Source: an optimization exercise on an open RTL-to-GDS flow (aim: small area). Production flows keep margins and buffers that such runs may drop. Only simulation tests tie the RTL to the original design; equivalence was not proved.

Setup of main:
## dac_output_conditioner
module dac_output_conditioner
#(
  parameter int DAC_DATA_WIDTH = 14,
  parameter int IN_DATA_WIDTH  = 16,
  parameter int GAIN_WIDTH     = 16
) (
  input  logic                             aclk,
  input  logic                             rst,
  input  logic signed [IN_DATA_WIDTH-1:0]  in_a,
  input  logic signed [IN_DATA_WIDTH-1:0]  in_b,
  input  logic signed [GAIN_WIDTH-1:0]     gain_a,
  input  logic signed [GAIN_WIDTH-1:0]     gain_b,
  input  logic signed [DAC_DATA_WIDTH-1:0] offset_a,
  input  logic signed [DAC_DATA_WIDTH-1:0] offset_b,
  input  logic                             enable_a,
  input  logic                             enable_b,
  input  logic [dac_cond_pkg::ENV_W-1:0]   ramp_step,
  input  logic                             sat_clr,
  output logic signed [DAC_DATA_WIDTH-1:0] dat_a_o,
  output logic signed [DAC_DATA_WIDTH-1:0] dat_b_o,
  output logic [1:0]                       state_a,
  output logic [1:0]                       state_b,
  output logic [dac_cond_pkg::SAT_CNT_W-1:0] sat_cnt_a,
  output logic [dac_cond_pkg::SAT_CNT_W-1:0] sat_cnt_b
);
For scale: about 200 flip-flops, ~180 I/O pins.
make LEC_CHECK=0 CAP_MARGIN=10 CORE_MARGIN=2 CORE_UTILIZATION=40 SLEW_MARGIN=10 SYNTH_HIERARCHICAL=1 finish   # period 8.0 ns
run.sh (not shown) runs the stock make flow with config.mk's settings and CLKGATE_MAP_FILE= SYNTH_SCRIPT=/design/flow/synth_recipe.tcl, a recipe that flattens the netlist after the stock synthesis.
main completed; timing, DRC and antenna clean
Relative to main, the following input files were edited for the feature branch:
- a change of CAP_MARGIN from 10 to 20
- a change of SLEW_MARGIN from 10 to 20
Findings:
- As far as multi-input gate count goes, the feature branch and main are indistinguishable; the numbers are identical.
- Comparing the feature branch against main, there is no change at all in first-iteration DRC count.
- Diff the feature branch..main | relative max-transition margin | unchanged

dac_output_conditioner, a different RTL version from the one above (not shown whole).
Size: about 3100 cells after synthesis, ~200 flip-flops, ~180 I/O pins.
==> flow/design.v (excerpt) <==
module dac_output_conditioner
#(
  parameter int DAC_DATA_WIDTH = 14,
  parameter int IN_DATA_WIDTH  = 16,
  parameter int GAIN_WIDTH     = 16
) (
  input  logic                             aclk,
  input  logic                             rst,
  input  logic signed [IN_DATA_WIDTH-1:0]  in_a,
  input  logic signed [IN_DATA_WIDTH-1:0]  in_b,
  input  logic signed [GAIN_WIDTH-1:0]     gain_a,
  input  logic signed [GAIN_WIDTH-1:0]     gain_b,
  input  logic signed [DAC_DATA_WIDTH-1:0] offset_a,
  input  logic signed [DAC_DATA_WIDTH-1:0] offset_b,
  input  logic                             enable_a,
  input  logic                             enable_b,
  input  logic [dac_cond_pkg::ENV_W-1:0]   ramp_step,
  input  logic                             sat_clr,
  output logic signed [DAC_DATA_WIDTH-1:0] dat_a_o,
  output logic signed [DAC_DATA_WIDTH-1:0] dat_b_o,
  output logic [1:0]                       state_a,
  output logic [1:0]                       state_b,
  output logic [dac_cond_pkg::SAT_CNT_W-1:0] sat_cnt_a,
  output logic [dac_cond_pkg::SAT_CNT_W-1:0] sat_cnt_b
);
  logic [1:0] rst_age_q;
  logic       kill;
  logic       step_zero;
  always_ff @(posedge aclk) begin
    if (rst) begin
      rst_age_q <= 2'd3;
    end else if (rst_age_q != 2'd0) begin
      rst_age_q <= rst_age_q - 2'd1;
    end
  end
  assign kill      = (rst_age_q != 2'd0);
  assign step_zero = (ramp_step == '0);
  dac_cond_channel #(
    .DAC_DATA_WIDTH(DAC_DATA_WIDTH),
    .IN_DATA_WIDTH (IN_DATA_WIDTH),
    .GAIN_WIDTH    (GAIN_WIDTH)
  ) u_ch_a (
    .clk_i      (aclk),
    .rst_i      (rst),
    .kill_i     (kill),
    .step_zero_i(step_zero),
    .in_i       (in_a),
  ...
clock: 8.0 ns
lec_check: 0
cap_margin: 20
core_margin: 2
core_utilization: 40
cts_buf_list: sky130_fd_sc_hd__clkbuf_4 sky130_fd_sc_hd__clkbuf_8
gpl_timing_driven: 0
place_density: 0.75
slew_margin: 20
synth_hierarchical: 1
The baseline completed without violations.
Next try:
Settings changed: PLACE_DENSITY 0.75 to 0.5.
What happened: Flip-flop and latch count stays the same; die area is unchanged; critical path depth stays the same; maximum frequency hardly moves; setup slack gets better by 0.0064 ns; via count falls by 1.8%; count of clock-buffer cells in the layout falls by 2; routed wire length rises by 6.1%; non-clock buffer count rises by 5; cell count barely changes.
Next try:
Settings changed: PLACE_DENSITY 0.5 to default.
What happened: Sequential share of layout area barely changes; flip-flop and latch count stays the same; cell area hardly moves; synthesized area is unchanged.
Next try:
Settings changed: CAP_MARGIN 20 to 5, SLEW_MARGIN 20 to 5.
=> Design area stays flat. Worst hold slack gains 0.0035 ns. Area after synthesis is unchanged. Wire length falls by 0.50%.

-- separate check: timing with driven ports --
Ports are ideal in the flow. The routed layouts listed here were re-timed in OpenROAD.
Step 1, drivers: a clkbuf_16 drives aclk and a buf_2 each remaining input, both assumed.
Step 2 also shifts input and output timing later by t, the mid clock arrival at the registers, as if the neighbouring blocks saw the same clock.
Three values: no drivers, after step 1, after step 2; two values: the first two.
run | shift t [ns] | setup WS [ns] | slew at the worst register clock pin (ns) | worst data-port slew with drivers (ns) | pins driven straight from the clock port
main | 0.516 | 0.365 / 0.397 / -0.119 | 0.09 / 0.09 | 0.06 | 1
the feature branch | 0.516 | 0.365 / 0.397 / -0.119 | 0.09 / 0.09 | 0.06 | 1
the first run of note 2 | 0.534 | 0.366 / 0.388 / -0.146 | 0.10 / 0.10 | 0.13 | 1
the second run of note 2 | 0.540 | 0.372 / 0.404 / -0.136 | 0.11 / 0.11 | 0.11 | 1
the third run of note 2 | 0.554 | 0.442 / 0.447 / -0.084 | 0.10 / 0.10 | 0.13 | 1
the fourth run of note 2 | 0.550 | 0.295 / 0.321 / -0.230 | 0.11 / 0.11 | 0.14 | 1
With both steps, setup timing fails in every run listed, where it was met with ideal ports. For the third run of note 2, which loses most, drivers alone change the setup slack by +0.005 ns; drivers and shift together by -0.526 ns.
